What follows belongs to an exercise in optimizing a design on an open flow for small area, a short achievable clock period and few clock cycles per item; a production flow would make more cautious choices. At most, simulation tests tie the RTL to the original design; equivalence was not proved. For run 1, only the layout was checked, not whether the RTL still works. No activity file was given, so power comes from the tool's default toggle rates.

==> design/flow/design.v <==
`default_nettype none
package rnn_pkg;
    typedef logic signed [16-1:0] word_t;           
    function automatic logic [16-1:0] mul_q(input logic [16-1:0] a,
                                                 input logic [16-1:0] b);
        logic signed [2*16-1:0] prod;
        prod = $signed(a) * $signed(b);
        mul_q = prod[8 +: 16];
    endfunction
endpackage
`default_nettype wire
`default_nettype none
module dot_path (
    input  logic [15:0] x,
    input  logic [7:0]  neg,
    input  logic [7:0]  one,
    input  logic [7:0]  two,
    output logic [23:0] s,
    output logic [23:0] c
);
    logic [17:0] x_ext;
    assign x_ext = {{2{x[15]}}, x};
    logic pp_0_0;
    logic pp_0_1;
    logic pp_0_2;
    logic pp_0_3;
    logic pp_0_4;
    logic pp_0_5;
    logic pp_0_6;
    logic pp_0_7;
    logic pp_0_8;
    logic pp_0_9;
    logic pp_0_10;
    logic pp_0_11;
    logic pp_0_12;
    logic pp_0_13;
    logic pp_0_14;
    logic pp_0_15;
    logic pp_0_16;
    logic ppn_0;
    logic pp_1_0;
    logic pp_1_1;
    logic pp_1_2;
    logic pp_1_3;
    logic pp_1_4;
    logic pp_1_5;
    logic pp_1_6;
    logic pp_1_7;
    logic pp_1_8;
    logic pp_1_9;
    logic pp_1_10;
    logic pp_1_11;
    logic pp_1_12;
    logic pp_1_13;
    logic pp_1_14;
    logic pp_1_15;
    logic pp_1_16;
    logic ppn_1;
    logic pp_2_0;
    logic pp_2_1;
    logic pp_2_2;
    logic pp_2_3;
    logic pp_2_4;
    logic pp_2_5;
    logic pp_2_6;
    logic pp_2_7;
    logic pp_2_8;
    logic pp_2_9;
    logic pp_2_10;
    logic pp_2_11;
    logic pp_2_12;
    logic pp_2_13;
    logic pp_2_14;
    logic pp_2_15;
    logic pp_2_16;
    logic ppn_2;
    logic pp_3_0;
    logic pp_3_1;
    logic pp_3_2;
    logic pp_3_3;
    logic pp_3_4;
    logic pp_3_5;
    logic pp_3_6;
    logic pp_3_7;
    logic pp_3_8;
    logic pp_3_9;
    logic pp_3_10;
    logic pp_3_11;
    logic pp_3_12;
    logic pp_3_13;
    logic pp_3_14;
    logic pp_3_15;
    logic pp_3_16;
    logic ppn_3;
    logic pp_4_0;
    logic pp_4_1;
    logic pp_4_2;
    logic pp_4_3;
    logic pp_4_4;
    logic pp_4_5;
    logic pp_4_6;
    logic pp_4_7;
    logic pp_4_8;
    logic pp_4_9;
    logic pp_4_10;
    logic pp_4_11;
    logic pp_4_12;
    logic pp_4_13;
    logic pp_4_14;
    logic pp_4_15;
    logic pp_5_0;
    logic pp_5_1;
    logic pp_5_2;
    logic pp_5_3;
    logic pp_5_4;
    logic pp_5_5;
    logic pp_5_6;
    logic pp_5_7;
    logic pp_5_8;
    logic pp_5_9;
    logic pp_5_10;
    logic pp_5_11;
    logic pp_5_12;
    logic pp_5_13;
    logic pp_6_0;
    logic pp_6_1;
    logic pp_6_2;
    logic pp_6_3;
    logic pp_6_4;
    logic pp_6_5;
    logic pp_6_6;
    logic pp_6_7;
    logic pp_6_8;
    logic pp_6_9;
    logic pp_6_10;
    logic pp_6_11;
    logic pp_7_0;
    logic pp_7_1;
    logic pp_7_2;
    logic pp_7_3;
    logic pp_7_4;
    logic pp_7_5;
    logic pp_7_6;
    logic pp_7_7;
    logic pp_7_8;
    logic pp_7_9;
    logic hs_0_0;
    logic hc_0_0;
    logic hs_0_1;
    logic hc_0_1;
    logic fs_0_2;
    logic fc_0_2;
    logic hs_0_3;
    logic hc_0_3;
    logic fs_0_4;
    logic fc_0_4;
    logic hs_0_5;
    logic hc_0_5;
    logic fs_0_6;
    logic fc_0_6;
    logic fs_0_7;
    logic fc_0_7;
    logic hs_0_8;
    logic hc_0_8;
    logic fs_0_9;
    logic fc_0_9;
    logic fs_0_10;
    logic fc_0_10;
    logic hs_0_11;
    logic hc_0_11;
    logic fs_0_12;
    logic fc_0_12;
    logic fs_0_13;
    logic fc_0_13;
    logic hs_0_14;
    logic hc_0_14;
    logic fs_0_15;
    logic fc_0_15;
    logic fs_0_16;
    logic fc_0_16;
    logic fs_0_17;
    logic fc_0_17;
    logic fs_0_18;
    logic fc_0_18;
    logic fs_0_19;
    logic fc_0_19;
    logic hs_0_20;
    logic hc_0_20;
    logic fs_0_21;
    logic fc_0_21;
    logic fs_0_22;
    logic fc_0_22;
    logic fs_0_23;
    logic fc_0_23;
    logic hs_0_24;
    logic hc_0_24;
    logic fs_0_25;
    logic fc_0_25;
    logic hs_0_26;
    logic hc_0_26;
    logic hs_1_27;
    logic hc_1_27;
    logic hs_1_28;
    logic hc_1_28;
    logic fs_1_29;
    logic fc_1_29;
    logic hs_1_30;
    logic hc_1_30;
    logic fs_1_31;
    logic fc_1_31;
    logic hs_1_32;
    logic hc_1_32;
    logic fs_1_33;
    logic fc_1_33;
    logic fs_1_34;
    logic fc_1_34;
    logic fs_1_35;
    logic fc_1_35;
    logic fs_1_36;
    logic fc_1_36;
    logic fs_1_37;
    logic fc_1_37;
    logic fs_1_38;
    logic fc_1_38;
    logic fs_1_39;
    logic fc_1_39;
    logic fs_1_40;
    logic fc_1_40;
    logic fs_1_41;
    logic fc_1_41;
    logic fs_1_42;
    logic fc_1_42;
    logic fs_1_43;
    logic fc_1_43;
    logic fs_1_44;
    logic fc_1_44;
    logic fs_1_45;
    logic fc_1_45;
    logic fs_1_46;
    logic fc_1_46;
    logic fs_1_47;
    logic fc_1_47;
    logic fs_1_48;
    logic fc_1_48;
    logic fs_1_49;
    logic fc_1_49;
    logic fs_1_50;
    logic fc_1_50;
    logic fs_1_51;
    logic fc_1_51;
    logic fs_1_52;
    logic fc_1_52;
    logic fs_1_53;
    logic fc_1_53;
    logic fs_1_54;
    logic fc_1_54;
    logic fs_1_55;
    logic fc_1_55;
    logic fs_1_56;
    logic fc_1_56;
    logic fs_1_57;
    logic fc_1_57;
    logic fs_1_58;
    logic fc_1_58;
    logic fs_1_59;
    logic fc_1_59;
    logic fs_1_60;
    logic fc_1_60;
    logic hs_2_61;
    logic hc_2_61;
    logic hs_2_62;
    logic hc_2_62;
    logic fs_2_63;
    logic fc_2_63;
    logic fs_2_64;
    logic fc_2_64;
    logic fs_2_65;
    logic fc_2_65;
    logic fs_2_66;
    logic fc_2_66;
    logic fs_2_67;
    logic fc_2_67;
    logic fs_2_68;
    logic fc_2_68;
    logic fs_2_69;
    logic fc_2_69;
    logic fs_2_70;
    logic fc_2_70;
    logic fs_2_71;
    logic fc_2_71;
    logic fs_2_72;
    logic fc_2_72;
    logic fs_2_73;
    logic fc_2_73;
    logic fs_2_74;
    logic fc_2_74;
    logic fs_2_75;
    logic fc_2_75;
    logic fs_2_76;
    logic fc_2_76;
    logic fs_2_77;
    logic fc_2_77;
    logic fs_2_78;
    logic fc_2_78;
    logic fs_2_79;
    logic fc_2_79;
    logic fs_2_80;
    logic fc_2_80;
    logic hs_3_81;
    logic hc_3_81;
    logic hs_3_82;
    logic hc_3_82;
    logic fs_3_83;
    logic fc_3_83;
    logic fs_3_84;
    logic fc_3_84;
    logic fs_3_85;
    logic fc_3_85;
    logic fs_3_86;
    logic fc_3_86;
    logic fs_3_87;
    logic fc_3_87;
    logic fs_3_88;
    logic fc_3_88;
    logic fs_3_89;
    logic fc_3_89;
    logic fs_3_90;
    logic fc_3_90;
    logic fs_3_91;
    logic fc_3_91;
    logic fs_3_92;
    logic fc_3_92;
    logic fs_3_93;
    logic fc_3_93;
    logic fs_3_94;
    logic fc_3_94;
    logic fs_3_95;
    logic fc_3_95;
    logic fs_3_96;
    logic fc_3_96;
    logic fs_3_97;
    logic fc_3_97;
    logic fs_3_98;
    logic fc_3_98;
    logic fs_3_99;
    logic fc_3_99;
    logic fs_3_100;
    logic fc_3_100;
    logic fs_3_101;
    logic fc_3_101;
    logic fs_3_102;
    logic fc_3_102;
    assign pp_0_0 = ((one[0] & x_ext[0]) | (two[0] & 1'b0)) ^ neg[0];
    assign pp_0_1 = ((one[0] & x_ext[1]) | (two[0] & x_ext[0])) ^ neg[0];
    assign pp_0_2 = ((one[0] & x_ext[2]) | (two[0] & x_ext[1])) ^ neg[0];
    assign pp_0_3 = ((one[0] & x_ext[3]) | (two[0] & x_ext[2])) ^ neg[0];
    assign pp_0_4 = ((one[0] & x_ext[4]) | (two[0] & x_ext[3])) ^ neg[0];
    assign pp_0_5 = ((one[0] & x_ext[5]) | (two[0] & x_ext[4])) ^ neg[0];
    assign pp_0_6 = ((one[0] & x_ext[6]) | (two[0] & x_ext[5])) ^ neg[0];
    assign pp_0_7 = ((one[0] & x_ext[7]) | (two[0] & x_ext[6])) ^ neg[0];
    assign pp_0_8 = ((one[0] & x_ext[8]) | (two[0] & x_ext[7])) ^ neg[0];
    assign pp_0_9 = ((one[0] & x_ext[9]) | (two[0] & x_ext[8])) ^ neg[0];
    assign pp_0_10 = ((one[0] & x_ext[10]) | (two[0] & x_ext[9])) ^ neg[0];
    assign pp_0_11 = ((one[0] & x_ext[11]) | (two[0] & x_ext[10])) ^ neg[0];
    assign pp_0_12 = ((one[0] & x_ext[12]) | (two[0] & x_ext[11])) ^ neg[0];
    assign pp_0_13 = ((one[0] & x_ext[13]) | (two[0] & x_ext[12])) ^ neg[0];
    assign pp_0_14 = ((one[0] & x_ext[14]) | (two[0] & x_ext[13])) ^ neg[0];
    assign pp_0_15 = ((one[0] & x_ext[15]) | (two[0] & x_ext[14])) ^ neg[0];
    assign pp_0_16 = ((one[0] & x_ext[16]) | (two[0] & x_ext[15])) ^ neg[0];
    assign ppn_0 = ~(((one[0] & x_ext[17]) | (two[0] & x_ext[16])) ^ neg[0]);
    assign pp_1_0 = ((one[1] & x_ext[0]) | (two[1] & 1'b0)) ^ neg[1];
    assign pp_1_1 = ((one[1] & x_ext[1]) | (two[1] & x_ext[0])) ^ neg[1];
    assign pp_1_2 = ((one[1] & x_ext[2]) | (two[1] & x_ext[1])) ^ neg[1];
    assign pp_1_3 = ((one[1] & x_ext[3]) | (two[1] & x_ext[2])) ^ neg[1];
    assign pp_1_4 = ((one[1] & x_ext[4]) | (two[1] & x_ext[3])) ^ neg[1];
    assign pp_1_5 = ((one[1] & x_ext[5]) | (two[1] & x_ext[4])) ^ neg[1];
    assign pp_1_6 = ((one[1] & x_ext[6]) | (two[1] & x_ext[5])) ^ neg[1];
    assign pp_1_7 = ((one[1] & x_ext[7]) | (two[1] & x_ext[6])) ^ neg[1];
    assign pp_1_8 = ((one[1] & x_ext[8]) | (two[1] & x_ext[7])) ^ neg[1];
    assign pp_1_9 = ((one[1] & x_ext[9]) | (two[1] & x_ext[8])) ^ neg[1];
    assign pp_1_10 = ((one[1] & x_ext[10]) | (two[1] & x_ext[9])) ^ neg[1];
    assign pp_1_11 = ((one[1] & x_ext[11]) | (two[1] & x_ext[10])) ^ neg[1];
    assign pp_1_12 = ((one[1] & x_ext[12]) | (two[1] & x_ext[11])) ^ neg[1];
    assign pp_1_13 = ((one[1] & x_ext[13]) | (two[1] & x_ext[12])) ^ neg[1];
    assign pp_1_14 = ((one[1] & x_ext[14]) | (two[1] & x_ext[13])) ^ neg[1];
    assign pp_1_15 = ((one[1] & x_ext[15]) | (two[1] & x_ext[14])) ^ neg[1];
    assign pp_1_16 = ((one[1] & x_ext[16]) | (two[1] & x_ext[15])) ^ neg[1];
    assign ppn_1 = ~(((one[1] & x_ext[17]) | (two[1] & x_ext[16])) ^ neg[1]);
    assign pp_2_0 = ((one[2] & x_ext[0]) | (two[2] & 1'b0)) ^ neg[2];
    assign pp_2_1 = ((one[2] & x_ext[1]) | (two[2] & x_ext[0])) ^ neg[2];
    assign pp_2_2 = ((one[2] & x_ext[2]) | (two[2] & x_ext[1])) ^ neg[2];
    assign pp_2_3 = ((one[2] & x_ext[3]) | (two[2] & x_ext[2])) ^ neg[2];
    assign pp_2_4 = ((one[2] & x_ext[4]) | (two[2] & x_ext[3])) ^ neg[2];
    assign pp_2_5 = ((one[2] & x_ext[5]) | (two[2] & x_ext[4])) ^ neg[2];
    assign pp_2_6 = ((one[2] & x_ext[6]) | (two[2] & x_ext[5])) ^ neg[2];
    assign pp_2_7 = ((one[2] & x_ext[7]) | (two[2] & x_ext[6])) ^ neg[2];
    assign pp_2_8 = ((one[2] & x_ext[8]) | (two[2] & x_ext[7])) ^ neg[2];
    assign pp_2_9 = ((one[2] & x_ext[9]) | (two[2] & x_ext[8])) ^ neg[2];
    assign pp_2_10 = ((one[2] & x_ext[10]) | (two[2] & x_ext[9])) ^ neg[2];
    assign pp_2_11 = ((one[2] & x_ext[11]) | (two[2] & x_ext[10])) ^ neg[2];
    assign pp_2_12 = ((one[2] & x_ext[12]) | (two[2] & x_ext[11])) ^ neg[2];
    assign pp_2_13 = ((one[2] & x_ext[13]) | (two[2] & x_ext[12])) ^ neg[2];
    assign pp_2_14 = ((one[2] & x_ext[14]) | (two[2] & x_ext[13])) ^ neg[2];
    assign pp_2_15 = ((one[2] & x_ext[15]) | (two[2] & x_ext[14])) ^ neg[2];
    assign pp_2_16 = ((one[2] & x_ext[16]) | (two[2] & x_ext[15])) ^ neg[2];
    assign ppn_2 = ~(((one[2] & x_ext[17]) | (two[2] & x_ext[16])) ^ neg[2]);
    assign pp_3_0 = ((one[3] & x_ext[0]) | (two[3] & 1'b0)) ^ neg[3];
    assign pp_3_1 = ((one[3] & x_ext[1]) | (two[3] & x_ext[0])) ^ neg[3];
    assign pp_3_2 = ((one[3] & x_ext[2]) | (two[3] & x_ext[1])) ^ neg[3];
    assign pp_3_3 = ((one[3] & x_ext[3]) | (two[3] & x_ext[2])) ^ neg[3];
    assign pp_3_4 = ((one[3] & x_ext[4]) | (two[3] & x_ext[3])) ^ neg[3];
    assign pp_3_5 = ((one[3] & x_ext[5]) | (two[3] & x_ext[4])) ^ neg[3];
    assign pp_3_6 = ((one[3] & x_ext[6]) | (two[3] & x_ext[5])) ^ neg[3];
    assign pp_3_7 = ((one[3] & x_ext[7]) | (two[3] & x_ext[6])) ^ neg[3];
    assign pp_3_8 = ((one[3] & x_ext[8]) | (two[3] & x_ext[7])) ^ neg[3];
    assign pp_3_9 = ((one[3] & x_ext[9]) | (two[3] & x_ext[8])) ^ neg[3];
    assign pp_3_10 = ((one[3] & x_ext[10]) | (two[3] & x_ext[9])) ^ neg[3];
    assign pp_3_11 = ((one[3] & x_ext[11]) | (two[3] & x_ext[10])) ^ neg[3];
    assign pp_3_12 = ((one[3] & x_ext[12]) | (two[3] & x_ext[11])) ^ neg[3];
    assign pp_3_13 = ((one[3] & x_ext[13]) | (two[3] & x_ext[12])) ^ neg[3];
    assign pp_3_14 = ((one[3] & x_ext[14]) | (two[3] & x_ext[13])) ^ neg[3];
    assign pp_3_15 = ((one[3] & x_ext[15]) | (two[3] & x_ext[14])) ^ neg[3];
    assign pp_3_16 = ((one[3] & x_ext[16]) | (two[3] & x_ext[15])) ^ neg[3];
    assign ppn_3 = ~(((one[3] & x_ext[17]) | (two[3] & x_ext[16])) ^ neg[3]);
    assign pp_4_0 = ((one[4] & x_ext[0]) | (two[4] & 1'b0)) ^ neg[4];
    assign pp_4_1 = ((one[4] & x_ext[1]) | (two[4] & x_ext[0])) ^ neg[4];
    assign pp_4_2 = ((one[4] & x_ext[2]) | (two[4] & x_ext[1])) ^ neg[4];
    assign pp_4_3 = ((one[4] & x_ext[3]) | (two[4] & x_ext[2])) ^ neg[4];
    assign pp_4_4 = ((one[4] & x_ext[4]) | (two[4] & x_ext[3])) ^ neg[4];
    assign pp_4_5 = ((one[4] & x_ext[5]) | (two[4] & x_ext[4])) ^ neg[4];
    assign pp_4_6 = ((one[4] & x_ext[6]) | (two[4] & x_ext[5])) ^ neg[4];
    assign pp_4_7 = ((one[4] & x_ext[7]) | (two[4] & x_ext[6])) ^ neg[4];
    assign pp_4_8 = ((one[4] & x_ext[8]) | (two[4] & x_ext[7])) ^ neg[4];
    assign pp_4_9 = ((one[4] & x_ext[9]) | (two[4] & x_ext[8])) ^ neg[4];
    assign pp_4_10 = ((one[4] & x_ext[10]) | (two[4] & x_ext[9])) ^ neg[4];
    assign pp_4_11 = ((one[4] & x_ext[11]) | (two[4] & x_ext[10])) ^ neg[4];
    assign pp_4_12 = ((one[4] & x_ext[12]) | (two[4] & x_ext[11])) ^ neg[4];
    assign pp_4_13 = ((one[4] & x_ext[13]) | (two[4] & x_ext[12])) ^ neg[4];
    assign pp_4_14 = ((one[4] & x_ext[14]) | (two[4] & x_ext[13])) ^ neg[4];
    assign pp_4_15 = ((one[4] & x_ext[15]) | (two[4] & x_ext[14])) ^ neg[4];
    assign pp_5_0 = ((one[5] & x_ext[0]) | (two[5] & 1'b0)) ^ neg[5];
    assign pp_5_1 = ((one[5] & x_ext[1]) | (two[5] & x_ext[0])) ^ neg[5];
    assign pp_5_2 = ((one[5] & x_ext[2]) | (two[5] & x_ext[1])) ^ neg[5];
    assign pp_5_3 = ((one[5] & x_ext[3]) | (two[5] & x_ext[2])) ^ neg[5];
    assign pp_5_4 = ((one[5] & x_ext[4]) | (two[5] & x_ext[3])) ^ neg[5];
    assign pp_5_5 = ((one[5] & x_ext[5]) | (two[5] & x_ext[4])) ^ neg[5];
    assign pp_5_6 = ((one[5] & x_ext[6]) | (two[5] & x_ext[5])) ^ neg[5];
    assign pp_5_7 = ((one[5] & x_ext[7]) | (two[5] & x_ext[6])) ^ neg[5];
    assign pp_5_8 = ((one[5] & x_ext[8]) | (two[5] & x_ext[7])) ^ neg[5];
    assign pp_5_9 = ((one[5] & x_ext[9]) | (two[5] & x_ext[8])) ^ neg[5];
    assign pp_5_10 = ((one[5] & x_ext[10]) | (two[5] & x_ext[9])) ^ neg[5];
    assign pp_5_11 = ((one[5] & x_ext[11]) | (two[5] & x_ext[10])) ^ neg[5];
    assign pp_5_12 = ((one[5] & x_ext[12]) | (two[5] & x_ext[11])) ^ neg[5];
    assign pp_5_13 = ((one[5] & x_ext[13]) | (two[5] & x_ext[12])) ^ neg[5];
    assign pp_6_0 = ((one[6] & x_ext[0]) | (two[6] & 1'b0)) ^ neg[6];
    assign pp_6_1 = ((one[6] & x_ext[1]) | (two[6] & x_ext[0])) ^ neg[6];
    assign pp_6_2 = ((one[6] & x_ext[2]) | (two[6] & x_ext[1])) ^ neg[6];
    assign pp_6_3 = ((one[6] & x_ext[3]) | (two[6] & x_ext[2])) ^ neg[6];
    assign pp_6_4 = ((one[6] & x_ext[4]) | (two[6] & x_ext[3])) ^ neg[6];
    assign pp_6_5 = ((one[6] & x_ext[5]) | (two[6] & x_ext[4])) ^ neg[6];
    assign pp_6_6 = ((one[6] & x_ext[6]) | (two[6] & x_ext[5])) ^ neg[6];
    assign pp_6_7 = ((one[6] & x_ext[7]) | (two[6] & x_ext[6])) ^ neg[6];
    assign pp_6_8 = ((one[6] & x_ext[8]) | (two[6] & x_ext[7])) ^ neg[6];
    assign pp_6_9 = ((one[6] & x_ext[9]) | (two[6] & x_ext[8])) ^ neg[6];
    assign pp_6_10 = ((one[6] & x_ext[10]) | (two[6] & x_ext[9])) ^ neg[6];
    assign pp_6_11 = ((one[6] & x_ext[11]) | (two[6] & x_ext[10])) ^ neg[6];
    assign pp_7_0 = ((one[7] & x_ext[0]) | (two[7] & 1'b0)) ^ neg[7];
    assign pp_7_1 = ((one[7] & x_ext[1]) | (two[7] & x_ext[0])) ^ neg[7];
    assign pp_7_2 = ((one[7] & x_ext[2]) | (two[7] & x_ext[1])) ^ neg[7];
    assign pp_7_3 = ((one[7] & x_ext[3]) | (two[7] & x_ext[2])) ^ neg[7];
    assign pp_7_4 = ((one[7] & x_ext[4]) | (two[7] & x_ext[3])) ^ neg[7];
    assign pp_7_5 = ((one[7] & x_ext[5]) | (two[7] & x_ext[4])) ^ neg[7];
    assign pp_7_6 = ((one[7] & x_ext[6]) | (two[7] & x_ext[5])) ^ neg[7];
    assign pp_7_7 = ((one[7] & x_ext[7]) | (two[7] & x_ext[6])) ^ neg[7];
    assign pp_7_8 = ((one[7] & x_ext[8]) | (two[7] & x_ext[7])) ^ neg[7];
    assign pp_7_9 = ((one[7] & x_ext[9]) | (two[7] & x_ext[8])) ^ neg[7];
    assign hs_0_0 = pp_0_10 ^ pp_1_8;
    assign hc_0_0 = pp_0_10 & pp_1_8;
    assign hs_0_1 = pp_0_11 ^ pp_1_9;
    assign hc_0_1 = pp_0_11 & pp_1_9;
    assign fs_0_2 = pp_0_12 ^ pp_1_10 ^ pp_2_8;
    assign fc_0_2 = (pp_0_12 & pp_1_10) | (pp_0_12 & pp_2_8) | (pp_1_10 & pp_2_8);
    assign hs_0_3 = pp_3_6 ^ pp_4_4;
    assign hc_0_3 = pp_3_6 & pp_4_4;
    assign fs_0_4 = pp_0_13 ^ pp_1_11 ^ pp_2_9;
    assign fc_0_4 = (pp_0_13 & pp_1_11) | (pp_0_13 & pp_2_9) | (pp_1_11 & pp_2_9);
    assign hs_0_5 = pp_3_7 ^ pp_4_5;
    assign hc_0_5 = pp_3_7 & pp_4_5;
    assign fs_0_6 = pp_0_14 ^ pp_1_12 ^ pp_2_10;
    assign fc_0_6 = (pp_0_14 & pp_1_12) | (pp_0_14 & pp_2_10) | (pp_1_12 & pp_2_10);
    assign fs_0_7 = pp_3_8 ^ pp_4_6 ^ pp_5_4;
    assign fc_0_7 = (pp_3_8 & pp_4_6) | (pp_3_8 & pp_5_4) | (pp_4_6 & pp_5_4);
    assign hs_0_8 = pp_6_2 ^ pp_7_0;
    assign hc_0_8 = pp_6_2 & pp_7_0;
    assign fs_0_9 = pp_0_15 ^ pp_1_13 ^ pp_2_11;
    assign fc_0_9 = (pp_0_15 & pp_1_13) | (pp_0_15 & pp_2_11) | (pp_1_13 & pp_2_11);
    assign fs_0_10 = pp_3_9 ^ pp_4_7 ^ pp_5_5;
    assign fc_0_10 = (pp_3_9 & pp_4_7) | (pp_3_9 & pp_5_5) | (pp_4_7 & pp_5_5);
    assign hs_0_11 = pp_6_3 ^ pp_7_1;
    assign hc_0_11 = pp_6_3 & pp_7_1;
    assign fs_0_12 = pp_0_16 ^ pp_1_14 ^ pp_2_12;
    assign fc_0_12 = (pp_0_16 & pp_1_14) | (pp_0_16 & pp_2_12) | (pp_1_14 & pp_2_12);
    assign fs_0_13 = pp_3_10 ^ pp_4_8 ^ pp_5_6;
    assign fc_0_13 = (pp_3_10 & pp_4_8) | (pp_3_10 & pp_5_6) | (pp_4_8 & pp_5_6);
    assign hs_0_14 = pp_6_4 ^ pp_7_2;
    assign hc_0_14 = pp_6_4 & pp_7_2;
    assign fs_0_15 = ppn_0 ^ pp_1_15 ^ pp_2_13;
    assign fc_0_15 = (ppn_0 & pp_1_15) | (ppn_0 & pp_2_13) | (pp_1_15 & pp_2_13);
    assign fs_0_16 = pp_3_11 ^ pp_4_9 ^ pp_5_7;
    assign fc_0_16 = (pp_3_11 & pp_4_9) | (pp_3_11 & pp_5_7) | (pp_4_9 & pp_5_7);
    assign fs_0_17 = pp_6_5 ^ pp_7_3 ^ 1'b1;
    assign fc_0_17 = (pp_6_5 & pp_7_3) | (pp_6_5 & 1'b1) | (pp_7_3 & 1'b1);
    assign fs_0_18 = pp_1_16 ^ pp_2_14 ^ pp_3_12;
    assign fc_0_18 = (pp_1_16 & pp_2_14) | (pp_1_16 & pp_3_12) | (pp_2_14 & pp_3_12);
    assign fs_0_19 = pp_4_10 ^ pp_5_8 ^ pp_6_6;
    assign fc_0_19 = (pp_4_10 & pp_5_8) | (pp_4_10 & pp_6_6) | (pp_5_8 & pp_6_6);
    assign hs_0_20 = pp_7_4 ^ 1'b1;
    assign hc_0_20 = pp_7_4 & 1'b1;
    assign fs_0_21 = ppn_1 ^ pp_2_15 ^ pp_3_13;
    assign fc_0_21 = (ppn_1 & pp_2_15) | (ppn_1 & pp_3_13) | (pp_2_15 & pp_3_13);
    assign fs_0_22 = pp_4_11 ^ pp_5_9 ^ pp_6_7;
    assign fc_0_22 = (pp_4_11 & pp_5_9) | (pp_4_11 & pp_6_7) | (pp_5_9 & pp_6_7);
    assign fs_0_23 = pp_2_16 ^ pp_3_14 ^ pp_4_12;
    assign fc_0_23 = (pp_2_16 & pp_3_14) | (pp_2_16 & pp_4_12) | (pp_3_14 & pp_4_12);
    assign hs_0_24 = pp_5_10 ^ pp_6_8;
    assign hc_0_24 = pp_5_10 & pp_6_8;
    assign fs_0_25 = ppn_2 ^ pp_3_15 ^ pp_4_13;
    assign fc_0_25 = (ppn_2 & pp_3_15) | (ppn_2 & pp_4_13) | (pp_3_15 & pp_4_13);
    assign hs_0_26 = pp_3_16 ^ pp_4_14;
    assign hc_0_26 = pp_3_16 & pp_4_14;
    assign hs_1_27 = pp_0_6 ^ pp_1_4;
    assign hc_1_27 = pp_0_6 & pp_1_4;
    assign hs_1_28 = pp_0_7 ^ pp_1_5;
    assign hc_1_28 = pp_0_7 & pp_1_5;
    assign fs_1_29 = pp_0_8 ^ pp_1_6 ^ pp_2_4;
    assign fc_1_29 = (pp_0_8 & pp_1_6) | (pp_0_8 & pp_2_4) | (pp_1_6 & pp_2_4);
    assign hs_1_30 = pp_3_2 ^ pp_4_0;
    assign hc_1_30 = pp_3_2 & pp_4_0;
    assign fs_1_31 = pp_0_9 ^ pp_1_7 ^ pp_2_5;
    assign fc_1_31 = (pp_0_9 & pp_1_7) | (pp_0_9 & pp_2_5) | (pp_1_7 & pp_2_5);
    assign hs_1_32 = pp_3_3 ^ pp_4_1;
    assign hc_1_32 = pp_3_3 & pp_4_1;
    assign fs_1_33 = pp_2_6 ^ pp_3_4 ^ pp_4_2;
    assign fc_1_33 = (pp_2_6 & pp_3_4) | (pp_2_6 & pp_4_2) | (pp_3_4 & pp_4_2);
    assign fs_1_34 = pp_5_0 ^ neg[5] ^ hs_0_0;
    assign fc_1_34 = (pp_5_0 & neg[5]) | (pp_5_0 & hs_0_0) | (neg[5] & hs_0_0);
    assign fs_1_35 = pp_2_7 ^ pp_3_5 ^ pp_4_3;
    assign fc_1_35 = (pp_2_7 & pp_3_5) | (pp_2_7 & pp_4_3) | (pp_3_5 & pp_4_3);
    assign fs_1_36 = pp_5_1 ^ hc_0_0 ^ hs_0_1;
    assign fc_1_36 = (pp_5_1 & hc_0_0) | (pp_5_1 & hs_0_1) | (hc_0_0 & hs_0_1);
    assign fs_1_37 = pp_5_2 ^ pp_6_0 ^ neg[6];
    assign fc_1_37 = (pp_5_2 & pp_6_0) | (pp_5_2 & neg[6]) | (pp_6_0 & neg[6]);
    assign fs_1_38 = hc_0_1 ^ fs_0_2 ^ hs_0_3;
    assign fc_1_38 = (hc_0_1 & fs_0_2) | (hc_0_1 & hs_0_3) | (fs_0_2 & hs_0_3);
    assign fs_1_39 = pp_5_3 ^ pp_6_1 ^ fc_0_2;
    assign fc_1_39 = (pp_5_3 & pp_6_1) | (pp_5_3 & fc_0_2) | (pp_6_1 & fc_0_2);
    assign fs_1_40 = hc_0_3 ^ fs_0_4 ^ hs_0_5;
    assign fc_1_40 = (hc_0_3 & fs_0_4) | (hc_0_3 & hs_0_5) | (fs_0_4 & hs_0_5);
    assign fs_1_41 = neg[7] ^ fc_0_4 ^ hc_0_5;
    assign fc_1_41 = (neg[7] & fc_0_4) | (neg[7] & hc_0_5) | (fc_0_4 & hc_0_5);
    assign fs_1_42 = fs_0_6 ^ fs_0_7 ^ hs_0_8;
    assign fc_1_42 = (fs_0_6 & fs_0_7) | (fs_0_6 & hs_0_8) | (fs_0_7 & hs_0_8);
    assign fs_1_43 = fc_0_6 ^ fc_0_7 ^ hc_0_8;
    assign fc_1_43 = (fc_0_6 & fc_0_7) | (fc_0_6 & hc_0_8) | (fc_0_7 & hc_0_8);
    assign fs_1_44 = fs_0_9 ^ fs_0_10 ^ hs_0_11;
    assign fc_1_44 = (fs_0_9 & fs_0_10) | (fs_0_9 & hs_0_11) | (fs_0_10 & hs_0_11);
    assign fs_1_45 = fc_0_9 ^ fc_0_10 ^ hc_0_11;
    assign fc_1_45 = (fc_0_9 & fc_0_10) | (fc_0_9 & hc_0_11) | (fc_0_10 & hc_0_11);
    assign fs_1_46 = fs_0_12 ^ fs_0_13 ^ hs_0_14;
    assign fc_1_46 = (fs_0_12 & fs_0_13) | (fs_0_12 & hs_0_14) | (fs_0_13 & hs_0_14);
    assign fs_1_47 = fc_0_12 ^ fc_0_13 ^ hc_0_14;
    assign fc_1_47 = (fc_0_12 & fc_0_13) | (fc_0_12 & hc_0_14) | (fc_0_13 & hc_0_14);
    assign fs_1_48 = fs_0_15 ^ fs_0_16 ^ fs_0_17;
    assign fc_1_48 = (fs_0_15 & fs_0_16) | (fs_0_15 & fs_0_17) | (fs_0_16 & fs_0_17);
    assign fs_1_49 = fc_0_15 ^ fc_0_16 ^ fc_0_17;
    assign fc_1_49 = (fc_0_15 & fc_0_16) | (fc_0_15 & fc_0_17) | (fc_0_16 & fc_0_17);
    assign fs_1_50 = fs_0_18 ^ fs_0_19 ^ hs_0_20;
    assign fc_1_50 = (fs_0_18 & fs_0_19) | (fs_0_18 & hs_0_20) | (fs_0_19 & hs_0_20);
    assign fs_1_51 = pp_7_5 ^ fc_0_18 ^ fc_0_19;
    assign fc_1_51 = (pp_7_5 & fc_0_18) | (pp_7_5 & fc_0_19) | (fc_0_18 & fc_0_19);
    assign fs_1_52 = hc_0_20 ^ fs_0_21 ^ fs_0_22;
    assign fc_1_52 = (hc_0_20 & fs_0_21) | (hc_0_20 & fs_0_22) | (fs_0_21 & fs_0_22);
    assign fs_1_53 = pp_7_6 ^ 1'b1 ^ fc_0_21;
    assign fc_1_53 = (pp_7_6 & 1'b1) | (pp_7_6 & fc_0_21) | (1'b1 & fc_0_21);
    assign fs_1_54 = fc_0_22 ^ fs_0_23 ^ hs_0_24;
    assign fc_1_54 = (fc_0_22 & fs_0_23) | (fc_0_22 & hs_0_24) | (fs_0_23 & hs_0_24);
    assign fs_1_55 = pp_5_11 ^ pp_6_9 ^ pp_7_7;
    assign fc_1_55 = (pp_5_11 & pp_6_9) | (pp_5_11 & pp_7_7) | (pp_6_9 & pp_7_7);
    assign fs_1_56 = fc_0_23 ^ hc_0_24 ^ fs_0_25;
    assign fc_1_56 = (fc_0_23 & hc_0_24) | (fc_0_23 & fs_0_25) | (hc_0_24 & fs_0_25);
    assign fs_1_57 = pp_5_12 ^ pp_6_10 ^ pp_7_8;
    assign fc_1_57 = (pp_5_12 & pp_6_10) | (pp_5_12 & pp_7_8) | (pp_6_10 & pp_7_8);
    assign fs_1_58 = 1'b1 ^ fc_0_25 ^ hs_0_26;
    assign fc_1_58 = (1'b1 & fc_0_25) | (1'b1 & hs_0_26) | (fc_0_25 & hs_0_26);
    assign fs_1_59 = ppn_3 ^ pp_4_15 ^ pp_5_13;
    assign fc_1_59 = (ppn_3 & pp_4_15) | (ppn_3 & pp_5_13) | (pp_4_15 & pp_5_13);
    assign fs_1_60 = pp_6_11 ^ pp_7_9 ^ hc_0_26;
    assign fc_1_60 = (pp_6_11 & pp_7_9) | (pp_6_11 & hc_0_26) | (pp_7_9 & hc_0_26);
    assign hs_2_61 = pp_0_4 ^ pp_1_2;
    assign hc_2_61 = pp_0_4 & pp_1_2;
    assign hs_2_62 = pp_0_5 ^ pp_1_3;
    assign hc_2_62 = pp_0_5 & pp_1_3;
    assign fs_2_63 = pp_2_2 ^ pp_3_0 ^ neg[3];
    assign fc_2_63 = (pp_2_2 & pp_3_0) | (pp_2_2 & neg[3]) | (pp_3_0 & neg[3]);
    assign fs_2_64 = pp_2_3 ^ pp_3_1 ^ hc_1_27;
    assign fc_2_64 = (pp_2_3 & pp_3_1) | (pp_2_3 & hc_1_27) | (pp_3_1 & hc_1_27);
    assign fs_2_65 = neg[4] ^ hc_1_28 ^ fs_1_29;
    assign fc_2_65 = (neg[4] & hc_1_28) | (neg[4] & fs_1_29) | (hc_1_28 & fs_1_29);
    assign fs_2_66 = fc_1_29 ^ hc_1_30 ^ fs_1_31;
    assign fc_2_66 = (fc_1_29 & hc_1_30) | (fc_1_29 & fs_1_31) | (hc_1_30 & fs_1_31);
    assign fs_2_67 = fc_1_31 ^ hc_1_32 ^ fs_1_33;
    assign fc_2_67 = (fc_1_31 & hc_1_32) | (fc_1_31 & fs_1_33) | (hc_1_32 & fs_1_33);
    assign fs_2_68 = fc_1_33 ^ fc_1_34 ^ fs_1_35;
    assign fc_2_68 = (fc_1_33 & fc_1_34) | (fc_1_33 & fs_1_35) | (fc_1_34 & fs_1_35);
    assign fs_2_69 = fc_1_35 ^ fc_1_36 ^ fs_1_37;
    assign fc_2_69 = (fc_1_35 & fc_1_36) | (fc_1_35 & fs_1_37) | (fc_1_36 & fs_1_37);
    assign fs_2_70 = fc_1_37 ^ fc_1_38 ^ fs_1_39;
    assign fc_2_70 = (fc_1_37 & fc_1_38) | (fc_1_37 & fs_1_39) | (fc_1_38 & fs_1_39);
    assign fs_2_71 = fc_1_39 ^ fc_1_40 ^ fs_1_41;
    assign fc_2_71 = (fc_1_39 & fc_1_40) | (fc_1_39 & fs_1_41) | (fc_1_40 & fs_1_41);
    assign fs_2_72 = fc_1_41 ^ fc_1_42 ^ fs_1_43;
    assign fc_2_72 = (fc_1_41 & fc_1_42) | (fc_1_41 & fs_1_43) | (fc_1_42 & fs_1_43);
    assign fs_2_73 = fc_1_43 ^ fc_1_44 ^ fs_1_45;
    assign fc_2_73 = (fc_1_43 & fc_1_44) | (fc_1_43 & fs_1_45) | (fc_1_44 & fs_1_45);
    assign fs_2_74 = fc_1_45 ^ fc_1_46 ^ fs_1_47;
    assign fc_2_74 = (fc_1_45 & fc_1_46) | (fc_1_45 & fs_1_47) | (fc_1_46 & fs_1_47);
    assign fs_2_75 = fc_1_47 ^ fc_1_48 ^ fs_1_49;
    assign fc_2_75 = (fc_1_47 & fc_1_48) | (fc_1_47 & fs_1_49) | (fc_1_48 & fs_1_49);
    assign fs_2_76 = fc_1_49 ^ fc_1_50 ^ fs_1_51;
    assign fc_2_76 = (fc_1_49 & fc_1_50) | (fc_1_49 & fs_1_51) | (fc_1_50 & fs_1_51);
    assign fs_2_77 = fc_1_51 ^ fc_1_52 ^ fs_1_53;
    assign fc_2_77 = (fc_1_51 & fc_1_52) | (fc_1_51 & fs_1_53) | (fc_1_52 & fs_1_53);
    assign fs_2_78 = fc_1_53 ^ fc_1_54 ^ fs_1_55;
    assign fc_2_78 = (fc_1_53 & fc_1_54) | (fc_1_53 & fs_1_55) | (fc_1_54 & fs_1_55);
    assign fs_2_79 = fc_1_55 ^ fc_1_56 ^ fs_1_57;
    assign fc_2_79 = (fc_1_55 & fc_1_56) | (fc_1_55 & fs_1_57) | (fc_1_56 & fs_1_57);
    assign fs_2_80 = fc_1_57 ^ fc_1_58 ^ fs_1_59;
    assign fc_2_80 = (fc_1_57 & fc_1_58) | (fc_1_57 & fs_1_59) | (fc_1_58 & fs_1_59);
    assign hs_3_81 = pp_0_2 ^ pp_1_0;
    assign hc_3_81 = pp_0_2 & pp_1_0;
    assign hs_3_82 = pp_0_3 ^ pp_1_1;
    assign hc_3_82 = pp_0_3 & pp_1_1;
    assign fs_3_83 = pp_2_0 ^ neg[2] ^ hs_2_61;
    assign fc_3_83 = (pp_2_0 & neg[2]) | (pp_2_0 & hs_2_61) | (neg[2] & hs_2_61);
    assign fs_3_84 = pp_2_1 ^ hc_2_61 ^ hs_2_62;
    assign fc_3_84 = (pp_2_1 & hc_2_61) | (pp_2_1 & hs_2_62) | (hc_2_61 & hs_2_62);
    assign fs_3_85 = hs_1_27 ^ hc_2_62 ^ fs_2_63;
    assign fc_3_85 = (hs_1_27 & hc_2_62) | (hs_1_27 & fs_2_63) | (hc_2_62 & fs_2_63);
    assign fs_3_86 = hs_1_28 ^ fc_2_63 ^ fs_2_64;
    assign fc_3_86 = (hs_1_28 & fc_2_63) | (hs_1_28 & fs_2_64) | (fc_2_63 & fs_2_64);
    assign fs_3_87 = hs_1_30 ^ fc_2_64 ^ fs_2_65;
    assign fc_3_87 = (hs_1_30 & fc_2_64) | (hs_1_30 & fs_2_65) | (fc_2_64 & fs_2_65);
    assign fs_3_88 = hs_1_32 ^ fc_2_65 ^ fs_2_66;
    assign fc_3_88 = (hs_1_32 & fc_2_65) | (hs_1_32 & fs_2_66) | (fc_2_65 & fs_2_66);
    assign fs_3_89 = fs_1_34 ^ fc_2_66 ^ fs_2_67;
    assign fc_3_89 = (fs_1_34 & fc_2_66) | (fs_1_34 & fs_2_67) | (fc_2_66 & fs_2_67);
    assign fs_3_90 = fs_1_36 ^ fc_2_67 ^ fs_2_68;
    assign fc_3_90 = (fs_1_36 & fc_2_67) | (fs_1_36 & fs_2_68) | (fc_2_67 & fs_2_68);
    assign fs_3_91 = fs_1_38 ^ fc_2_68 ^ fs_2_69;
    assign fc_3_91 = (fs_1_38 & fc_2_68) | (fs_1_38 & fs_2_69) | (fc_2_68 & fs_2_69);
    assign fs_3_92 = fs_1_40 ^ fc_2_69 ^ fs_2_70;
    assign fc_3_92 = (fs_1_40 & fc_2_69) | (fs_1_40 & fs_2_70) | (fc_2_69 & fs_2_70);
    assign fs_3_93 = fs_1_42 ^ fc_2_70 ^ fs_2_71;
    assign fc_3_93 = (fs_1_42 & fc_2_70) | (fs_1_42 & fs_2_71) | (fc_2_70 & fs_2_71);
    assign fs_3_94 = fs_1_44 ^ fc_2_71 ^ fs_2_72;
    assign fc_3_94 = (fs_1_44 & fc_2_71) | (fs_1_44 & fs_2_72) | (fc_2_71 & fs_2_72);
    assign fs_3_95 = fs_1_46 ^ fc_2_72 ^ fs_2_73;
    assign fc_3_95 = (fs_1_46 & fc_2_72) | (fs_1_46 & fs_2_73) | (fc_2_72 & fs_2_73);
    assign fs_3_96 = fs_1_48 ^ fc_2_73 ^ fs_2_74;
    assign fc_3_96 = (fs_1_48 & fc_2_73) | (fs_1_48 & fs_2_74) | (fc_2_73 & fs_2_74);
    assign fs_3_97 = fs_1_50 ^ fc_2_74 ^ fs_2_75;
    assign fc_3_97 = (fs_1_50 & fc_2_74) | (fs_1_50 & fs_2_75) | (fc_2_74 & fs_2_75);
    assign fs_3_98 = fs_1_52 ^ fc_2_75 ^ fs_2_76;
    assign fc_3_98 = (fs_1_52 & fc_2_75) | (fs_1_52 & fs_2_76) | (fc_2_75 & fs_2_76);
    assign fs_3_99 = fs_1_54 ^ fc_2_76 ^ fs_2_77;
    assign fc_3_99 = (fs_1_54 & fc_2_76) | (fs_1_54 & fs_2_77) | (fc_2_76 & fs_2_77);
    assign fs_3_100 = fs_1_56 ^ fc_2_77 ^ fs_2_78;
    assign fc_3_100 = (fs_1_56 & fc_2_77) | (fs_1_56 & fs_2_78) | (fc_2_77 & fs_2_78);
    assign fs_3_101 = fs_1_58 ^ fc_2_78 ^ fs_2_79;
    assign fc_3_101 = (fs_1_58 & fc_2_78) | (fs_1_58 & fs_2_79) | (fc_2_78 & fs_2_79);
    assign fs_3_102 = fs_1_60 ^ fc_2_79 ^ fs_2_80;
    assign fc_3_102 = (fs_1_60 & fc_2_79) | (fs_1_60 & fs_2_80) | (fc_2_79 & fs_2_80);
    assign s[0] = pp_0_0;
    assign c[0] = neg[0];
    assign s[1] = pp_0_1;
    assign c[1] = 1'b0;
    assign s[2] = neg[1];
    assign c[2] = hs_3_81;
    assign s[3] = hc_3_81;
    assign c[3] = hs_3_82;
    assign s[4] = hc_3_82;
    assign c[4] = fs_3_83;
    assign s[5] = fc_3_83;
    assign c[5] = fs_3_84;
    assign s[6] = fc_3_84;
    assign c[6] = fs_3_85;
    assign s[7] = fc_3_85;
    assign c[7] = fs_3_86;
    assign s[8] = fc_3_86;
    assign c[8] = fs_3_87;
    assign s[9] = fc_3_87;
    assign c[9] = fs_3_88;
    assign s[10] = fc_3_88;
    assign c[10] = fs_3_89;
    assign s[11] = fc_3_89;
    assign c[11] = fs_3_90;
    assign s[12] = fc_3_90;
    assign c[12] = fs_3_91;
    assign s[13] = fc_3_91;
    assign c[13] = fs_3_92;
    assign s[14] = fc_3_92;
    assign c[14] = fs_3_93;
    assign s[15] = fc_3_93;
    assign c[15] = fs_3_94;
    assign s[16] = fc_3_94;
    assign c[16] = fs_3_95;
    assign s[17] = fc_3_95;
    assign c[17] = fs_3_96;
    assign s[18] = fc_3_96;
    assign c[18] = fs_3_97;
    assign s[19] = fc_3_97;
    assign c[19] = fs_3_98;
    assign s[20] = fc_3_98;
    assign c[20] = fs_3_99;
    assign s[21] = fc_3_99;
    assign c[21] = fs_3_100;
    assign s[22] = fc_3_100;
    assign c[22] = fs_3_101;
    assign s[23] = fc_3_101;
    assign c[23] = fs_3_102;
endmodule
`default_nettype wire
`default_nettype none
module rnn_step_top (
    input  logic                            clk,
    input  logic                            reset,
    input  logic                            execute,
    input  logic [7-1:0]             token,
    output logic [27-1:0]              mem_a_addr,
    output logic                            mem_a_read,
    input  logic [16-1:0]              mem_a_data,
    input  logic                            mem_a_valid,
    output logic [27-1:0]              mem_b_addr,
    output logic                            mem_b_read,
    input  logic [16-1:0]              mem_b_data,
    input  logic                            mem_b_valid,
    output logic [8*16-1:0] hidden_state,
    output logic                            done
);
    localparam logic [15:0] ONE_Q = 16'h0100;      
    logic       busy;
    logic       start;
    logic [6:0] token_q;
    logic       done_q;
    logic       finish;
    assign start = !busy && execute;
    assign done = done_q;
    logic       a_ph;
    logic [1:0] a_k;
    logic [3:0] a_s;
    logic       a_fin;
    logic       a_rd;
    logic [8:0] a_addr;
    logic       a_last;
    logic       a_n_ph;
    logic [1:0] a_n_k;
    logic [3:0] a_n_s;
    logic [8:0] a_n_addr;
    assign a_last = a_ph && (a_s[2:0] == 3'd7);
    always_comb
    begin
        a_n_ph = a_ph;
        a_n_k = a_k;
        a_n_s = a_s + 4'd1;
        if (!a_ph && a_s == 4'd8)
        begin
            a_n_s = 4'd0;
            a_n_k = a_k + 2'd1;
            if (a_k == 2'd3)
                a_n_ph = 1'b1;
        end
        if (!a_n_ph)
        begin
            if (a_n_s == 4'd0)
                a_n_addr = {token_q, a_n_k};
            else
                a_n_addr = 9'(300 + {a_n_s, a_n_k});
        end
        else
            a_n_addr = 9'(400 + a_n_s[2:0]);
    end
    always_ff @(posedge clk)
    begin
        if (reset)
        begin
            a_rd <= 1'b0;
            a_fin <= 1'b0;
        end
        else if (start)
        begin
            a_rd <= 1'b1;
            a_fin <= 1'b0;
        end
        else
        begin
            a_rd <= busy && mem_a_valid && !a_last;
            if (busy && mem_a_valid && a_last)
                a_fin <= 1'b1;
        end
    end
    always_ff @(posedge clk)
    begin
        if (start)
        begin
            a_ph <= 1'b0;
            a_k <= 2'd0;
            a_s <= 4'd0;
        end
        else if (mem_a_valid)
        begin
            a_ph <= a_n_ph;
            a_k <= a_n_k;
            a_s <= a_n_s;
        end
        a_addr <= busy ? a_n_addr : {token, 2'b00};
    end
    assign mem_a_read = a_rd;
    assign mem_a_addr = 27'(a_addr);
    logic [6:0] b_i;
    logic       b_fin;
    logic       b_rd;
    logic [8:0] b_addr;
    logic       b_last;
    logic [6:0] b_n_i;
    assign b_last = (b_i == 7'd71);
    assign b_n_i = b_i + 7'd1;
    always_ff @(posedge clk)
    begin
        if (reset)
        begin
            b_rd <= 1'b0;
            b_fin <= 1'b0;
        end
        else if (start)
        begin
            b_rd <= 1'b1;
            b_fin <= 1'b0;
        end
        else
        begin
            b_rd <= busy && mem_b_valid && !b_last;
            if (busy && mem_b_valid && b_last)
                b_fin <= 1'b1;
        end
    end
    always_ff @(posedge clk)
    begin
        if (start)
            b_i <= 7'd0;
        else if (mem_b_valid)
            b_i <= b_n_i;
        if (!busy)
            b_addr <= 9'd336;
        else if (b_n_i[6])
            b_addr <= 9'(344 + b_n_i);
        else
            b_addr <= 9'(336 + b_n_i);
    end
    assign mem_b_read = b_rd;
    assign mem_b_addr = 27'(b_addr);
    logic [15:0] e_q;
    logic [15:0] a_hold;
    logic        a_hold_v;
    logic        a_hold_bias;
    logic [2:0]  a_hold_row;
    logic        a_mul;           
    logic        a_bias;
    logic [2:0]  a_row;
    logic        b_bias;
    logic [2:0]  b_row;
    logic [15:0] b_h;
    assign a_mul = busy && mem_a_valid && (a_ph || a_s != 4'd0);
    assign a_bias = a_ph;
    assign a_row = a_ph ? a_s[2:0] : 3'(a_s - 4'd1);
    assign b_bias = b_i[6];
    assign b_row = b_i[6] ? b_i[2:0] : b_i[5:3];
    always_comb
    begin
        b_h = 16'd0;
        for (int j = 0; j < 8; j++)
            b_h = b_h | (hidden_state[j*16 +: 16] & {16{b_i[2:0] == 3'(j)}});
    end
    logic        p1_v;
    logic [7:0]  p1_row;         
    logic [15:0] p1_x;
    logic [15:0] p1_y;            
    function automatic logic [23:0] booth_enc(input logic [15:0] y);
        logic [16:0] ye;
        logic [7:0]  neg;
        logic [7:0]  one;
        logic [7:0]  two;
        ye = {y, 1'b0};
        for (int i = 0; i < 8; i++)
        begin
            neg[i] = ye[2*i+2];
            one[i] = ye[2*i+1] ^ ye[2*i];
            two[i] = (ye[2*i+2] & ~ye[2*i+1] & ~ye[2*i])
                   | (~ye[2*i+2] & ye[2*i+1] & ye[2*i]);
        end
        booth_enc = {neg, one, two};
    endfunction
    logic [23:0] enc_b;           
    logic        a_sel_bias;
    assign a_sel_bias = a_hold_v ? a_hold_bias : a_bias;
    assign enc_b = booth_enc(p1_y);
    always_ff @(posedge clk)
    begin
        if (reset || start)
        begin
            p1_v <= 1'b0;
            a_hold_v <= 1'b0;
        end
        else
        begin
            p1_v <= (busy && mem_b_valid) || a_hold_v || a_mul;
            a_hold_v <= a_mul && mem_b_valid;
        end
    end
    always_ff @(posedge clk)
    begin
        if (mem_a_valid && !a_ph && a_s == 4'd0)
            e_q <= mem_a_data;
        a_hold <= mem_a_data;
        a_hold_bias <= a_bias;
        a_hold_row <= a_row;
        if (busy && mem_b_valid)
        begin
            p1_row <= 8'(1) << b_row;
            p1_x <= mem_b_data;
            p1_y <= b_bias ? ONE_Q : b_h;
        end
        else
        begin
            p1_row <= 8'(1) << (a_hold_v ? a_hold_row : a_row);
            p1_x <= a_hold_v ? a_hold : mem_a_data;
            p1_y <= a_sel_bias ? ONE_Q : e_q;
        end
    end
    logic [23:0] t7s, t7c;
    dot_path u_mul (
        .x   (p1_x),
        .neg (enc_b[23:16]),
        .one (enc_b[15:8]),
        .two (enc_b[7:0]),
        .s   (t7s),
        .c   (t7c)
    );
    logic        p2_v;
    logic [7:0]  p2_row;         
    logic [15:0] p2_s;            
    logic [15:0] p2_c;
    logic        p2_cin;          
    logic [8:0]  lo_sum;
    assign lo_sum = {1'b0, t7s[7:0]} + {1'b0, t7c[7:0]};
    always_ff @(posedge clk)
    begin
        if (reset || start)
            p2_v <= 1'b0;
        else
            p2_v <= p1_v;
        p2_row <= p1_row;
        p2_s <= t7s[23:8];
        p2_c <= t7c[23:8];
        p2_cin <= lo_sum[8];
    end
    logic [15:0] acc [0:7];
    logic [7:0]  touched;
    logic [15:0] acc_q;
    logic [15:0] c3s;
    logic [15:0] c3c;
    logic [15:0] acc_new;
    logic [15:0] acc_pick;
    always_comb
    begin
        acc_pick = 16'd0;
        for (int r = 0; r < 8; r++)
            acc_pick = acc_pick | (acc[r] & {16{p1_row[r] & touched[r]}});
    end
    always_comb
    begin
        c3s = acc_q ^ p2_s ^ p2_c;
        c3c = (acc_q & p2_s) | (acc_q & p2_c) | (p2_s & p2_c);
        acc_new = c3s + {c3c[14:0], p2_cin};
    end
    always_ff @(posedge clk)
    begin
        if (reset || start)
            touched <= 8'd0;
        else if (p2_v)
            touched <= touched | p2_row;
        for (int r = 0; r < 8; r++)
            if (p2_v && p2_row[r])
                acc[r] <= acc_new;
        if (p2_v && (p2_row & p1_row) != 8'd0)
            acc_q <= acc_new;
        else
            acc_q <= acc_pick;
    end
    assign finish = busy && !done_q && a_fin && b_fin && !a_hold_v && !p1_v && !p2_v;
    always_ff @(posedge clk)
    begin
        if (reset)
        begin
            busy <= 1'b0;
            done_q <= 1'b0;
            hidden_state <= '0;
        end
        else
        begin
            if (start)
                busy <= 1'b1;
            else if (done_q)
                busy <= 1'b0;
            done_q <= finish;
            if (finish)
                for (int r = 0; r < 8; r++)
                    hidden_state[r*16 +: 16] <= acc[r];
        end
    end
    always_ff @(posedge clk)
    begin
        if (start)
            token_q <= token;
    end
endmodule
`default_nettype wire
==> design/flow/flow/run.sh <==
#!/bin/bash
# Standard layout, with small port buffers and timing repair aimed below the clock period.
set -euo pipefail
extra=(
  "BUFFER_PORTS_ARGS=-buffer_cell sky130_fd_sc_hd__buf_2"
  "SETUP_SLACK_MARGIN=6.8"
  "ABC_CLOCK_PERIOD_IN_PS=3200"
)
bash standard.sh "${extra[@]}" finish > standard.log 2>&1
==> design/flow/standard.sh <==
#!/bin/bash
# synth_recipe.tcl (not shown) runs the flow's synth.tcl, then flattens the netlist and writes it again
# the make line also repeats each setting of config.mk as NAME=value (left out here)
make -C /OpenROAD-flow-scripts/flow DESIGN_CONFIG=/design/flow/config.mk WORK_HOME=/design/flow/orfs CLKGATE_MAP_FILE= SYNTH_SCRIPT=/design/flow/synth_recipe.tcl "${@:-finish}"
==> design/flow/config.mk <==
export PLATFORM = sky130hd
export DESIGN_NAME = rnn_step_top
export DESIGN_NICKNAME = rnn_step_top
export VERILOG_FILES = /design/flow/design.v
export SDC_FILE = /design/flow/constraint.sdc
export NUM_CORES = 4
export LEC_CHECK = 0
export CAP_MARGIN = 20
export CORE_MARGIN = 2
export CORE_UTILIZATION = 40
export CTS_CLUSTER_DIAMETER = 120
export CTS_CLUSTER_SIZE = 26
export SLEW_MARGIN = 20
==> design/flow/constraint.sdc <==
create_clock -name core_clock -period 10.0 [get_ports {clk}]
set_input_delay 2.0000 -clock core_clock [delete_from_list [all_inputs] [get_ports {clk}]]
set_output_delay 2.0000 -clock core_clock [all_outputs]
set_load 0.01 [all_outputs]
==> results.json, run 1 <==
{
  "cpMaxStageDelayCell": "fa_2",
  "route.detailed.drc": 0,
  "path_max_fanout": 7,
  "worst_slew_pin_slew_ps": 1180,
  "dr.pass1.iters": 8,
  "antenna_found_initial": 2,
  "wl_met2_mm": 39.0,
  "critPathMostFrequentCell": "xnor2_1",
  "crit_type": "register to register",
  "core_area_um2": 58900,
  "nets": 2928,
  "setup_ws_ps": 6720,
  "start_util": 0.404,
  "drive_gt1_frac": 0.207,
  "hold_path_class": "register to register",
  "ys_warn_count": 2,
  "fin_crit_sh": 0.328,
  "synthDistinctLibCells": 71,
  "synth.area.top_cells": "dfxtp_1 (25%), edfxtp_1 (19%), fa_1 (7.1%)",
  "synth_commonest_cells": "nand2_1 (404), dfxtp_1 (293), a21oi_1 (266), nor2_1 (193), edfxtp_1 (151)",
  "clk_path_buf_depth": 3,
  "finalSetupTns_ps": 0,
  "period_needed_ps": 3280,
  "placed_area_um2": 25100,
  "maxClockFrequency_ghz": 0.305,
  "io_pins": 229,
  "cts_tree": "yes",
  "wl_met3_mm": 7.59,
  "synth_cells": 2610,
  "avgSynthCellArea_um2": 9.13,
  "post-dp-hpwl_mm": 54.6,
  "slew_violations": 0,
  "drt_iter0_markers": 2444,
  "finalInstanceArea_um2": 28100,
  "numCtsBuffers": 21,
  "cts_sinks": 444,
  "met1_length_mm": 33.2,
  "dieArea_um2": 61500,
  "rsz0062_at_grt": "true",
  "grt_usage": 0.256,
  "crit_path_start_kind": "register",
  "place_congestion": 0.910,
  "grt_pass1_vias": 19200,
  "synth-edff-count": 151,
  "cts-root-buf": "clkbuf_16",
  "synth_seq_cells": 444,
  "yosys.area.top_type_share": 0.246,
  "max_stage_delay_ps": 400,
  "antenna_left": 0,
  "fin_worst_skew_ps": 51.0,
  "p_leak_nw": 10.7,
  "wl_mm": 82.8,
  "globalRoute.totalOverflow": 0,
  "path_clk_slew_ps": 110,
  "grt_start_max_net_pins": 103,
  "slew_headroom": 0.215,
  "maxCapViolCount": 0,
  "chipWidth_um": 248,
  "clk_latency_ps": 580,
  "setup_viol": 0,
  "hold_ws_ps": 365,
  "grt_pass1_wl_mm": 120,
  "endpoint_kind": "register",
  "synth_largest_area_cell": "dfxtp_1",
  "area_delta_synth_final_pct": 17.8,
  "ys.flop_type": "dfxtp_1",
  "arrival_ps": 3780,
  "viasPerCell": 5.86,
  "hold_viol": 0,
  "top_layer": "met5",
  "syn_area_um2": 23800,
  "run_status": "timing/DRC/antenna clean",
  "crit_chain": "buf_12 -> xor2_4 -> and2_4 -> a221oi_4 -> ha_2 -> nor2_2 -> fa_2 -> fa_2 -> xnor2_2 -> xnor2_1 -> xnor2_1 -> xnor2_1 -> xnor2_1 -> xnor2_1",
  "cp.required_ps": 10500,
  "whs_path_depth": 0,
  "place_ws_ps": 6000,
  "wl_per_cell_um": 23.5,
  "rows": 89,
  "yosysSeqAreaShare": 0.437,
  "portBuffers": 191,
  "ir_drop_uv": 197,
  "htree_levels": 1,
  "cellPowerDensity_nw_per_um2": 254,
  "yosysMostFrequentCell": "nand2_1",
  "die_y_um": 248,
  "synthArstFlopShare": 0,
  "via_count": 20700,
  "rr_worst_depth": 14
}
==> report_power, final <==
group | switching (W) | internal, W
sequential | 0.000114 | 0.00248
clock | 0.000586 | 0.000408
combinational | 0.00220 | 0.00134
==> per-stage QoR <==
| stage | total power [W] | instances | util |
|---|---|---|---|
| 3_5_place_dp | 0.00566 | 3393 | 0.427 |
| 6_report | 0.00713 | 3529 | 0.476 |
| 5_1_grt | 0.00758 | 3528 | 0.476 |
| 2_1_floorplan | 0.00471 | 2645 | - |
| 4_1_cts | 0.00694 | 3490 | 0.461 |
| 3_3_place_gp | 0.00561 | 3392 | 0.427 |
==> kinds of logic (layout without fill, tap and decap cells) <==
logic type / after synthesis / in the layout / synth area share
compound gates: 734 / 734 / 0.198
buf+inv: 378 / 487 / 0.0680
mux: 38 / 38 / 0.0167
other cells: 2 / 38 / 0.000315
fa+ha+maj: 176 / 176 / 0.116
flops: 444 / 444 / 0.437
xor+xnor: 77 / 77 / 0.0283
simple gates: 761 / 762 / 0.136
==> metal layers <==
| metal | vias to the layer above | global-route usage |
|---|---|---|
| met4 | 2 | 0.0812 |
| met3 | 162 | 0.0392 |
| met1 | 10200 | 0.348 |
| met2 | 1005 | 0.419 |
| met5 | - | 0 |
| li1 | 9339 | - |
==> layout by cell type, fill, tap and decap left out, drive strengths merged, types with 4 or more instances in the layout <==
| cell type | instances |
|---|---|
| ha | 60 |
| nor3 | 9 |
| a21oi | 266 |
| nor2 | 194 |
| o21a | 21 |
| conb | 37 |
| or2 | 4 |
| bufbuf | 12 |
| maj3 | 32 |
| xor2 | 26 |
| xnor2 | 51 |
| nand2b | 11 |
| o22ai | 28 |
| dfxtp | 293 |
| mux2 | 13 |
| a211oi | 49 |
| a22o | 9 |
| o21ai | 121 |
| mux2i | 25 |
| a22oi | 88 |
| a21o | 8 |
| fa | 84 |
| clkinvlp | 8 |
| o211ai | 14 |
| and2 | 46 |
| buf | 311 |
| a221oi | 37 |
| a211o | 9 |
| nor2b | 21 |
| nand3 | 31 |
| nand2 | 404 |
| and3 | 9 |
| edfxtp | 151 |
| a31oi | 10 |
| clkbuf | 41 |
| a222oi | 38 |
| inv | 114 |
| nand4 | 20 |
==> state kept, by name (all words and copies together) (netlist names), 4 cells and up <==
register,cells
acc,128
hidden_state,128
b_addr,8
p1_row,8
acc_q,16
p1_y,16
token_q,7
a_hold,16
b_i,7
a_addr,9
e_q,16
p1_x,16
touched,8
p2_row,8
p2_c,16
a_s,4
p2_s,16
==> repair_timing <==
item / 4_1_cts / 5_1_grt
hold endpoints to repair: 0 / 0
buffers inserted: 44 / 33
pin swaps: 21 / 56
gates resized for setup: 173 / 127
setup endpoints to repair: 90 / 87
hold buffers: 0 / 0
gates cloned: 15 / 4
==> layout make-up <==
type	count	area [um^2]
fill	5436	30900
multi-input combinational	1824	12700
sequential	444	10500
timing repair buffer	329	2760
tap	773	967
clock buffer	35	578
inverter	120	488
clock inverter	3	33.8
antenna	1	2.50
==> worst max-delay path: cells and delay by family, from the launching register on <==
| kind | cells | cell delay [ps] |
|---|---|---|
| simple gates | 2 | 260 |
| fa+ha+maj | 3 | 1010 |
| buf+inv | 1 | 140 |
| compound gates | 1 | 290 |
| flops | 1 | 370 |
| xor+xnor | 7 | 1130 |
==> path summary, 6_finish.rpt <==
kind | end | from | slack [ps]
worst min-delay path | p2_row[6] | p1_row[6] | 370
worst max-delay path | p2_c[15] | p1_y[5] | 6720
worst min register to register | p2_row[6] | p1_row[6] | 370
worst max register to register | p2_c[15] | p1_y[5] | 6720
==> run 2: changes to the inputs <==
--- a/design/flow/design.v
+++ b/design/flow/design.v
@@ -893,7 +893,9 @@
     logic        p1_v;
     logic [7:0]  p1_row;         
     logic [15:0] p1_x;
-    logic [15:0] p1_y;            
+    logic [7:0]  p1_neg;
+    logic [7:0]  p1_one;
+    logic [7:0]  p1_two;
     function automatic logic [23:0] booth_enc(input logic [15:0] y);
         logic [16:0] ye;
         logic [7:0]  neg;
@@ -909,10 +911,12 @@
         end
         booth_enc = {neg, one, two};
     endfunction
-    logic [23:0] enc_b;           
+    logic [23:0] enc_b;
+    logic [23:0] enc_a;
     logic        a_sel_bias;
     assign a_sel_bias = a_hold_v ? a_hold_bias : a_bias;
-    assign enc_b = booth_enc(p1_y);
+    assign enc_b = booth_enc(b_bias ? ONE_Q : b_h);
+    assign enc_a = booth_enc(a_sel_bias ? ONE_Q : e_q);
     always_ff @(posedge clk)
     begin
         if (reset || start)
@@ -937,21 +941,21 @@
         begin
             p1_row <= 8'(1) << b_row;
             p1_x <= mem_b_data;
-            p1_y <= b_bias ? ONE_Q : b_h;
+            {p1_neg, p1_one, p1_two} <= enc_b;
         end
         else
         begin
             p1_row <= 8'(1) << (a_hold_v ? a_hold_row : a_row);
             p1_x <= a_hold_v ? a_hold : mem_a_data;
-            p1_y <= a_sel_bias ? ONE_Q : e_q;
+            {p1_neg, p1_one, p1_two} <= enc_a;
         end
     end
     logic [23:0] t7s, t7c;
     dot_path u_mul (
         .x   (p1_x),
-        .neg (enc_b[23:16]),
-        .one (enc_b[15:8]),
-        .two (enc_b[7:0]),
+        .neg (p1_neg),
+        .one (p1_one),
+        .two (p1_two),
         .s   (t7s),
         .c   (t7c)
     );
==> run 2 against run 1 <==
  * Worst setup slack improved by 94 ps
  * Combinational power decreased by 7.6%
  * Utilization decreased by 2.9 points
  * Still clean
  * Area after synthesis decreased by 7.7%
  * Sequential share of layout area increased by 6.5 points
  * Count of clock-buffer cells in the layout increased by 1
  * Sequential power increased by 7%
  * Flip-flop and latch count increased by 8
  * Largest power group unchanged
==> results.json, run 2 <==
{
  "cts-root-buf": "clkbuf_16",
  "drt_iter0_markers": 1683,
  "endpoint_kind": "output port",
  "busiest_layer": "met2",
  "start_util": 0.406,
  "use_met1": 0.306,
  "postCtsHoldBufs": 0,
  "wl_per_cell_um": 22.0,
  "numCtsBuffers": 21,
  "path_max_fanout": 3,
  "arrival_ps": 1190,
  "yosys.area.top_type_share": 0.274,
  "synthArstFlopShare": 0,
  "path_buf_inv": 1,
  "nets": 2428,
  "maxClockFrequency_ghz": 0.314,
  "finalSetupTns_ps": 0,
  "crit_type": "register to output port",
  "maxCapViolCount": 0,
  "place_ws_ps": 6210,
  "setup_ws_ps": 6810,
  "core_area_um2": 54100,
  "synth_seq_cells": 452,
  "rsz0062_at_grt": "false",
  "fin_crit_sh": 0.319,
  "antenna_left": 0,
  "cp.required_ps": 8000,
  "htree_levels": 1,
  "layout_common_cells": "nand2_1 (325), dfxtp_1 (249), buf_2 (190)",
  "fin_worst_skew_ps": 21.2,
  "synth-edff-count": 151,
  "slew_violations": 0,
  "yosysSeqAreaShare": 0.480,
  "max_stage_delay_ps": 440,
  "via_count": 16700,
  "portBuffers": 191,
  "io_pins": 229,
  "clk_latency_ps": 570,
  "ys.flop_type": "dfxtp_1",
  "multi_input_area_um2": 10400,
  "grt_usage": 0.222,
  "grt_pass1_vias": 16100,
  "nFillCells": 5190,
  "dr.pass1.iters": 6,
  "placed_area_um2": 23300,
  "antenna_cells": 0,
  "hold_path_class": "register to register",
  "final_common_cell": "nand2_1",
  "synth_cells": 2146,
  "place_congestion": 0.900,
  "finalInstanceArea_um2": 24200,
  "reg.largest.list": "acc: 128 flops, hidden_state: 128 flops",
  "slew_headroom": 0.248,
  "die_y_um": 238,
  "synthDistinctLibCells": 66,
  "ir_drop_uv": 160,
  "dieArea_um2": 56900,
  "globalRouteMet3Util": 0.0405,
  "grt_start_max_net_pins": 91,
  "post-dp-hpwl_mm": 46.6,
  "crit_chain": "buf_2",
  "cellPowerDensity_nw_per_um2": 292,
  "yosysMostFrequentCell": "nand2_1",
  "run_status": "timing/DRC/antenna clean",
  "register_area_um2": 10700,
  "synth.area.top_cells": "dfxtp_1 (27%), edfxtp_1 (21%), fa_1 (7.6%)",
  "grt_pass1_wl_mm": 97.0,
  "rows": 85,
  "viasPerCell": 5.65,
  "ff2ff_setup_slack_ps": 6890,
  "worst_slew_pin_slew_ps": 1130
}
[run 2: cell types whose count changed after synthesis, sizes merged, moves of 21 or more]
cell,delta
a22oi,+87
xnor2,+74
nand3,-21
o21ai,-91
maj3,-31
xor2,+25
a21oi,-80
nor2,-126
a211oi,-41
buf,-64
nand2,-79
a221oi,-36
[run 2: per-layer routing]
metal	part of all wire	vias to the layer above	routed length (um)
met4	0.027	0	1730
li1	-	7595	-
met1	0.43	8214	27700
met5	0	-	0
met3	0.087	87	5650
met2	0.46	778	29800
[run 2: layout make-up]
cell class | instances | area share
inverter | 101 | 0.0157
clock inverter | 2 | 0.000826
multi-input combinational | 1433 | 0.430
tap | 696 | 0.0359
sequential | 452 | 0.440
clock buffer | 36 | 0.0253
timing repair buffer | 231 | 0.0523
[run 2: metrics by stage]
stage	power [W]	hold slack, ps	cells	utilization
after global placement	0.00585	371	2896	0.430
after CTS	0.00705	390	2942	0.444
final	0.00707	392	2951	0.448
after global routing	0.00762	401	2951	0.448
after floorplan	0.00499	344	2181	-
after detailed placement	0.00598	376	2897	0.430
[run 2: repair_timing]
action                                  in CTS  in global routing
setup buffers                                7                  8
endpoints found under the setup margin      75                 47
pin swaps                                    6                  8
gates resized for setup                     42                 42
[run 2: power by group]
part / leakage [nW] / internal, W / switching (W)
clock: 0.304 / 0.000428 / 0.000583
combinational: 5.19 / 0.00125 / 0.00202
sequential: 3.85 / 0.00257 / 0.000219
total: 9.34 / 0.00425 / 0.00282
[run 2: worst paths after layout]
| path | cells past startpoint | endpoint | startpoint |
|---|---|---|---|
| hold reg to reg | 0 | p2_row[2] | p1_row[2] |
| setup reg to reg | 8 | p2_cin | p1_x[0] |
| setup / recovery | 1 | hidden_state[127] | hidden_state[127] |
| hold / removal | 0 | p2_row[2] | p1_row[2] |
[run 2: cells by family after synthesis]
family,share of synthesized area
AND/OR/NAND/NOR,0.102
other,0.000341
buffers and inverters,0.0575
multiplexers,0.0214
XOR/XNOR,0.0701
AO/OA/AOI/OAI,0.157
adder cells (fa/ha/maj),0.111
flip-flops,0.480
Testbench counts of run 2, summed over its fixed seeds: cycles 82,244, steps 320.

Check on run 2: ideal ports give 6.811 ns setup slack; a clkbuf_16 on the clock port and buf_2 on the inputs give 6.747 ns; moving port delays by the midpoint clock arrival (0.621 ns) as well gives 6.352 ns.
